What follows belongs to an exercise in optimizing a design on an open flow for small area, a short achievable clock period and few clock cycles per item; a production flow would make more cautious choices. At most, simulation tests tie the RTL to the original design; equivalence was not proved. Power figures rest on the tool's default switching activity, not on a simulated workload.

## mesh_duplicate_filter_relay_unit
module mesh_duplicate_filter_relay_unit #(
  parameter int unsigned ENTRIES = mdfr_pkg::ENTRIES_D
) (
  input  logic                        clk,
  input  logic                        rst,
  input  logic                        cfg_we,
  input  logic [mdfr_pkg::MAC_W-1:0]  cfg_wdata,    
  input  logic                        s_tvalid,
  output logic                        s_tready,
  input  logic [159:0]                s_tdata,      
  input  logic [7:0]                  s_tuser,      
  output logic                        m_tvalid,
  input  logic                        m_tready,
  output logic [7:0]                  m_tdata,      
  output logic [2:0]                  m_tuser       
);
  localparam int unsigned NP = 4;           
  localparam int unsigned PW = MAC_W / NP;
  logic [MAC_W-1:0]   self_mac;
  logic               take;
  logic [NP-1:0]      own_p_in, tgt_p_in;
  logic               a_v, a_idnz, a_kind_b, a_kind_t, a_own;
  logic [NP-1:0]      a_own_p, a_tgt_p;
  logic [ACT_W-1:0]   a_act_new;
  logic [MAC_W-1:0]   a_origin;
  logic [ID_W-1:0]    a_id;
  logic               b_v, b_cand, b_own;
  logic [ACT_W-1:0]   b_act_new;
  logic               dup, ins;
  logic [ENTRIES-1:0] live, live_ins;
  logic [OCC_W-1:0]   occ, occ_old, occ_new;
  logic [ACT_W-1:0]   act;
  logic [7:0]         out_data;
  assign take = s_tvalid && s_tready;
  always_comb begin
    for (int k = 0; k < NP; k++) begin
      own_p_in[k] = (s_tdata[k*PW +: PW] == self_mac[k*PW +: PW]);
      tgt_p_in[k] = (s_tdata[MAC_W + k*PW +: PW] == self_mac[k*PW +: PW]);
    end
  end
  always_ff @(posedge clk) begin
    if (rst) begin
      self_mac <= '0;
      a_v      <= 1'b0;
      b_v      <= 1'b0;
      b_cand   <= 1'b0;
    end else begin
      if (cfg_we) self_mac <= cfg_wdata;
      a_v    <= take;
      b_v    <= a_v;
      b_cand <= a_v && !a_own;
    end
  end
  always_ff @(posedge clk) begin
    a_origin  <= s_tdata[47:0];
    a_id      <= s_tdata[111:96];
    a_idnz    <= (s_tdata[111:96] != '0);
    a_own_p   <= own_p_in;
    a_tgt_p   <= tgt_p_in;
    a_kind_b  <= (s_tuser == KIND_BCAST);
    a_kind_t  <= (s_tuser == KIND_TARGETED);
  ...
export LEC_CHECK = 0
export ABC_AREA = 1
export CAP_MARGIN = 20
export CORE_MARGIN = 2
export CORE_UTILIZATION = 55
export CTS_BUF_LIST = sky130_fd_sc_hd__clkbuf_16
export CTS_CLUSTER_DIAMETER = 70
export CTS_CLUSTER_SIZE = 25
export HOLD_SLACK_MARGIN = 0
export SETUP_SLACK_MARGIN = 3.7
export SLEW_MARGIN = 20
export TNS_END_PERCENT = 5
create_clock -name core_clock -period 6.0 [get_ports {clk}]
standard.sh (not shown) runs the stock make flow with config.mk's settings and CLKGATE_MAP_FILE= SYNTH_SCRIPT=/design/flow/synth_recipe.tcl, a recipe that flattens the netlist after the stock synthesis.
==> flow/flow/run.sh <==
#!/bin/bash
# Standard ORFS layout with two changes: port buffers are the smallest plain buffer (the
# resizer still upsizes where timing needs it) and clock tree synthesis adds no dummy loads.
set -euo pipefail
export BUFFER_PORTS_ARGS="-buffer_cell sky130_fd_sc_hd__buf_1"
export CTS_ARGS="-sink_clustering_enable -repair_clock_nets -sink_clustering_size 25 -sink_clustering_max_diameter 70 -buf_list sky130_fd_sc_hd__clkbuf_16 -dont_use_dummy_load"
bash standard.sh finish > flow.log 2>&1
The first run finished with timing, DRC and antenna clean.
Edit:
- SETUP_SLACK_MARGIN: 3.7 -> 4.0
- TNS_END_PERCENT: 5 -> 0
The new run finished clean.
Power decreases by 1.5%.
Maximum frequency grows by about 0.5%.
Design area climbs by about 0.43%.
Clock-buffer cell count drops by 9.
Global-route usage barely changes.
Cell count increases by about 0.35%.
Register-to-register slack hardly moves.
Die area is unchanged.
Edit:
- ABC_AREA: 1 -> not set
- ABC_CLOCK_PERIOD_IN_PS: not set -> 2300
- SETUP_SLACK_MARGIN: 4.0 -> 3.7
- TNS_END_PERCENT: 0 -> 5
Outcome: The changed run completed with no timing, DRC or antenna violations; power goes up by 1.4%; sequential cell count stays the same; worst setup slack is worse by 0.095 ns; count of clock-buffer cells in the layout goes up by 6; final area goes up by 0.38%; area after synthesis goes down by 1.4%; sequential power barely changes; final cell count goes down by 9.3%; synthesized cell count goes down by 13%; worst hold slack is better by 0.0092 ns.
No run of this note included a check of the RTL's function; only the layout flow was run.


mesh_duplicate_filter_relay_unit, a different RTL version from the one above (not shown whole).
Size in the first run: ~3900 cells after synthesis, ~1200 flip-flops, roughly 230 I/O pins, about 0.052 sq mm of cells after synthesis.
export LEC_CHECK = 0
export ABC_AREA = 1
export CAP_MARGIN = 20
export CORE_MARGIN = 2
export CORE_UTILIZATION = 55
export CTS_BUF_LIST = sky130_fd_sc_hd__clkbuf_16
export CTS_CLUSTER_DIAMETER = 70
export CTS_CLUSTER_SIZE = 25
export GPL_TIMING_DRIVEN = 0
export HOLD_SLACK_MARGIN = 0
export SETUP_SLACK_MARGIN = 4.0
export SLEW_MARGIN = 20
export TNS_END_PERCENT = 0
create_clock -name core_clock -period 6.0 [get_ports {clk}]
Scripts as last shown in full above: flow/flow/run.sh
The starting point completed with no timing, DRC or antenna violations.
Testbench counts at the start, summed over its fixed seeds: cycles 3,216, items 3,200.
Then changed:
==> flow/flow/run.sh (replaced) <==
#!/bin/bash
# Standard ORFS layout with two changes: port buffers are the smallest plain buffer (the
# resizer still upsizes where timing needs it) and clock tree synthesis adds no dummy loads.
set -euo pipefail
export BUFFER_PORTS_ARGS="-buffer_cell sky130_fd_sc_hd__buf_1"
export CTS_ARGS="-sink_clustering_enable -repair_clock_nets -sink_clustering_size 20 -sink_clustering_max_diameter 50 -buf_list {sky130_fd_sc_hd__clkbuf_8 sky130_fd_sc_hd__clkbuf_16} -dont_use_dummy_load"
bash standard.sh finish > flow.log 2>&1
Settings changed: CTS_BUF_LIST sky130_fd_sc_hd__clkbuf_16 to sky130_fd_sc_hd__clkbuf_8 sky130_fd_sc_hd__clkbuf_16, CTS_CLUSTER_DIAMETER 70 to 50, CTS_CLUSTER_SIZE 25 to 20, GPL_TIMING_DRIVEN 0 to not set, TNS_END_PERCENT 0 to 5.
- The new run finished clean
- worst hold slack improved by 0.0087 ns
- clock power went up by 43%
- maximum frequency went up by 7.7%
- setup slack improved by 0.19 ns
- area after synthesis is unchanged
- first-iteration DRC count went down by about 11%
Then changed:
==> flow/run.sh (new file) <==
#!/bin/bash
# synth_recipe.tcl (not shown) runs the flow's synth.tcl, then flattens the netlist and writes it again
# the make line also repeats each setting of config.mk as NAME=value (left out here)
make -C /OpenROAD-flow-scripts/flow DESIGN_CONFIG=/design/flow/config.mk WORK_HOME=/design/flow/orfs CLKGATE_MAP_FILE= SYNTH_SCRIPT=/design/flow/synth_recipe.tcl finish
Settings changed: ABC_AREA 1 to not set, ABC_CLOCK_PERIOD_IN_PS set to 2600, CORE_UTILIZATION 55 to 40, CTS_BUF_LIST sky130_fd_sc_hd__clkbuf_8 sky130_fd_sc_hd__clkbuf_16 to not set, CTS_CLUSTER_DIAMETER 50 to not set, CTS_CLUSTER_SIZE 20 to not set, HOLD_SLACK_MARGIN 0 to not set, SETUP_SLACK_MARGIN 4.0 to 3.4, TNS_END_PERCENT 5 to not set.
removed: flow/flow/run.sh
removed: flow/standard.sh
Result: The changed run ran to the end with no violations; total power shrinks by 0.58%; routed wire length grows by 11%; non-clock buffer count shrinks by 189.
Then changed:
==> flow/flow/run.sh (new file) <==
#!/bin/bash
# Standard ORFS layout with two changes: port buffers are the smallest plain buffer (the
# resizer still upsizes where timing needs it) and clock tree synthesis adds no dummy loads.
set -euo pipefail
export BUFFER_PORTS_ARGS="-buffer_cell sky130_fd_sc_hd__buf_1"
export CTS_ARGS="-sink_clustering_enable -repair_clock_nets -sink_clustering_size 25 -sink_clustering_max_diameter 70 -buf_list sky130_fd_sc_hd__clkbuf_16 -dont_use_dummy_load"
bash standard.sh finish > flow.log 2>&1
==> flow/standard.sh (new file) <==
#!/bin/bash
# synth_recipe.tcl (not shown) runs the flow's synth.tcl, then flattens the netlist and writes it again
# the make line also repeats each setting of config.mk as NAME=value (left out here)
make -C /OpenROAD-flow-scripts/flow DESIGN_CONFIG=/design/flow/config.mk WORK_HOME=/design/flow/orfs CLKGATE_MAP_FILE= SYNTH_SCRIPT=/design/flow/synth_recipe.tcl "${@:-finish}"
Settings changed: ABC_AREA set to 1, ABC_CLOCK_PERIOD_IN_PS 2600 to not set, CORE_UTILIZATION 40 to 55, CTS_BUF_LIST set to sky130_fd_sc_hd__clkbuf_16, CTS_CLUSTER_DIAMETER set to 70, CTS_CLUSTER_SIZE set to 25, HOLD_SLACK_MARGIN set to 0, SETUP_SLACK_MARGIN 3.4 to 3.6, TNS_END_PERCENT set to 5.
removed: flow/run.sh
Result: Clock power goes down by 41%. Utilization goes up by 14 points. Power drops by 13%. Critical path depth increases by 1. Hold slack degrades by 0.011 ns. Clock skew rose by 0.016 ns.


## build 4
mesh_duplicate_filter_relay_unit again, from the RTL that the note above started with.
clock: 6.0 ns
lec_check: 0
abc_area: 1
cap_margin: 20
core_margin: 2
core_utilization: 55
cts_buf_list: sky130_fd_sc_hd__clkbuf_16
cts_cluster_diameter: 70
cts_cluster_size: 30
hold_slack_margin: 0
setup_slack_margin: 4.0
slew_margin: 20
tns_end_percent: 5
==> flow/flow/run.sh <==
#!/bin/bash
# Standard ORFS layout with two changes: port buffers are the smallest plain buffer (the
# resizer still upsizes where timing needs it) and clock tree synthesis adds no dummy loads.
set -euo pipefail
export BUFFER_PORTS_ARGS="-buffer_cell sky130_fd_sc_hd__buf_1"
export CTS_ARGS="-sink_clustering_enable -repair_clock_nets -sink_clustering_size 30 -sink_clustering_max_diameter 70 -buf_list sky130_fd_sc_hd__clkbuf_16 -dont_use_dummy_load"
bash standard.sh finish > flow.log 2>&1
Looking at the reports, build 4 completed the entire flow and the layout it produced met the timing, DRC and antenna checks.
Testbench counts of build 4, summed over its fixed seeds: cycles 3,216, items 3,200.
The following lists how build 10 was set up differently from build 4:
Settings: swapping 5 for 0 in TNS_END_PERCENT; swapping 55 for 50 in CORE_UTILIZATION; swapping 30 for 25 in CTS_CLUSTER_SIZE.
-- flow/flow/run.sh --
<<< build 4, line 6
export CTS_ARGS="-sink_clustering_enable -repair_clock_nets -sink_clustering_size 30 -sink_clustering_max_diameter 70 -buf_list sky130_fd_sc_hd__clkbuf_16 -dont_use_dummy_load"
>>> build 10, line 6
export CTS_ARGS="-sink_clustering_enable -repair_clock_nets -sink_clustering_size 25 -sink_clustering_max_diameter 70 -buf_list sky130_fd_sc_hd__clkbuf_16 -dont_use_dummy_load"
[summary]
Relative to build 4, count of placed standard cells in the final layout, fillers left out has decreased by about 2% in build 10. Going from build 4 to build 10, the number of clock buffers in the layout was found to have gone up by 5. The lower number of inserted diodes of build 10 and build 4 is in build 10. Relative to build 4, the switching share of power of build 10 is lower by 0.61 points. Between build 10 and build 4, period utilization is lower for build 4, build 10 comes in above that. Endpoint of the most critical setup path = u_store.hit_r[2]$_DFF_P_: build 4; endpoint of the most critical setup path = u_store.hit_r[6]$_DFF_P_: build 10. Taking build 4 as the reference, in build 10 post-synthesis xor/xnor area fraction level; non-clock buffer count moved down; via count moved down.
diff inputs: build 10 => build 75
Settings: a deleted TNS_END_PERCENT that had been 0; a deleted HOLD_SLACK_MARGIN that had been 0; a deleted CTS_CLUSTER_SIZE that had been 25; a deleted SETUP_SLACK_MARGIN that had been 4.0; a deleted CTS_BUF_LIST that had been sky130_fd_sc_hd__clkbuf_16; a change of CORE_UTILIZATION from 50 to 40; a deleted ABC_AREA that had been 1; a deleted CTS_CLUSTER_DIAMETER that had been 70.
==> flow/run.sh (new file) <==
#!/bin/bash
# synth_recipe.tcl (not shown) runs the flow's synth.tcl, then flattens the netlist and writes it again
# the make line also repeats each setting of config.mk as NAME=value (left out here)
make -C /OpenROAD-flow-scripts/flow DESIGN_CONFIG=/design/flow/config.mk WORK_HOME=/design/flow/orfs CLKGATE_MAP_FILE= SYNTH_SCRIPT=/design/flow/synth_recipe.tcl finish
removed: flow/flow/run.sh
removed: flow/standard.sh
Comparing overall routing resource usage for build 10 and build 75, the bigger number came from build 10.
Final wirelength, build 10 and build 75, higher one = build 75.
Build 75 vs. build 10: post-route met1 wirelength moved down; number of non-clock buffers moved down; global-route track usage on met2 moved down; depth of the worst register-to-register path moved down; total vias in the final route moved down.
The XOR/XNOR share of the synthesized area of build 75 exceeds that of build 10 by 5.0 points.
NOTE area after synthesis build 10->build 75 decreased slightly
Changes in build 63 relative to build 75:
Settings: putting TNS_END_PERCENT at 5 where nothing was set; putting CTS_CLUSTER_DIAMETER at 70 where nothing was set; putting CTS_CLUSTER_SIZE at 25 where nothing was set; putting CTS_BUF_LIST at sky130_fd_sc_hd__clkbuf_16 where nothing was set; putting HOLD_SLACK_MARGIN at 0 where nothing was set; putting SETUP_SLACK_MARGIN at 4.2 where nothing was set; swapping 40 for 55 in CORE_UTILIZATION; putting ABC_AREA at 1 where nothing was set.
==> flow/flow/run.sh (new file) <==
#!/bin/bash
# Standard ORFS layout with two changes: port buffers are the smallest plain buffer (the
# resizer still upsizes where timing needs it) and clock tree synthesis adds no dummy loads.
set -euo pipefail
export BUFFER_PORTS_ARGS="-buffer_cell sky130_fd_sc_hd__buf_1"
export CTS_ARGS="-sink_clustering_enable -repair_clock_nets -sink_clustering_size 25 -sink_clustering_max_diameter 70 -buf_list sky130_fd_sc_hd__clkbuf_16 -dont_use_dummy_load"
bash standard.sh finish > flow.log 2>&1
==> flow/standard.sh (new file) <==
#!/bin/bash
# synth_recipe.tcl (not shown) runs the flow's synth.tcl, then flattens the netlist and writes it again
# the make line also repeats each setting of config.mk as NAME=value (left out here)
make -C /OpenROAD-flow-scripts/flow DESIGN_CONFIG=/design/flow/config.mk WORK_HOME=/design/flow/orfs CLKGATE_MAP_FILE= SYNTH_SCRIPT=/design/flow/synth_recipe.tcl "${@:-finish}"
removed: flow/run.sh
==> results.txt <==
- Between build 75 and build 63, final-layout fill cell count decreased.
- Diff build 75 and build 63: register area share after synthesis higher in build 75
- Compared with build 75, in build 63 number of sinks on the clock net stayed essentially flat, final count of pins violating max slew stayed essentially flat, register-to-register slack rose by 1.77 ns.
- Build 63 vs. build 75: total power draw shows a reduction of about 11%; die area fell by 34000 µm².
- Comparing the two runs side by side, build 63 comes out behind build 75 on post-detailed-routing wire length.
- Setup slack: build 63 higher than build 75

-- afterwards: timing with drivers on the ports --
How much do the figures lean on ideal ports? The routed layouts below were timed once more, with nothing changed but the port constraints.
Step 1, drivers: a clkbuf_16 drives clk and a buf_2 each remaining input, both assumed.
Step 2, shift: input delay + t, output delay - t, t = (earliest + latest rising clock arrival at the registers) / 2. This alone moves slack from input paths to output paths.
Three values: ideal ports, drivers, drivers and shift; two values: the first two.
| run | shift t [ns] | slack for setup (ns) | latest minus earliest clock arrival (ns) | worst register clock-pin slew, ns | pins driven straight from the clock port |
|---|---|---|---|---|---|
| the first run of note 1 | 0.732 | 3.526 / 3.507 / 2.928 | 0.055 / 0.055 | 0.10 / 0.10 | 1 |
| the second run of note 1 | 0.727 | 3.538 / 3.524 / 2.915 | 0.050 / 0.050 | 0.10 / 0.10 | 1 |
| the third run of note 1 | 0.744 | 3.443 / 3.443 / 2.931 | 0.064 / 0.063 | 0.10 / 0.10 | 1 |
| the first run of note 2 | 0.716 | 3.385 / 3.414 / 2.698 | 0.057 / 0.057 | 0.10 / 0.10 | 1 |
| the second run of note 2 | 0.786 | 3.571 / 3.515 / 2.820 | 0.054 / 0.054 | 0.07 / 0.07 | 1 |
| the third run of note 2 | 0.815 | 3.260 / 3.304 / 2.489 | 0.046 / 0.046 | 0.07 / 0.07 | 1 |
| the fourth run of note 2 | 0.701 | 3.425 / 3.468 / 2.767 | 0.062 / 0.061 | 0.10 / 0.10 | 1 |
| build 4 | 0.712 | 3.612 / 3.567 / 2.940 | 0.056 / 0.056 | 0.12 / 0.12 | 1 |
| build 10 | 0.712 | 3.551 / 3.566 / 2.884 | 0.075 / 0.076 | 0.10 / 0.10 | 1 |
| build 75 | 0.790 | 1.871 / 1.871 / 1.279 | 0.030 / 0.029 | 0.06 / 0.06 | 1 |
| build 63 | 0.703 | 3.561 / 3.588 / 2.903 | 0.058 / 0.059 | 0.10 / 0.10 | 1 |
After both steps every run listed still meets setup and hold. For the third run of note 2, which loses most, drivers alone change the setup slack by +0.044 ns; drivers and shift together by -0.771 ns.
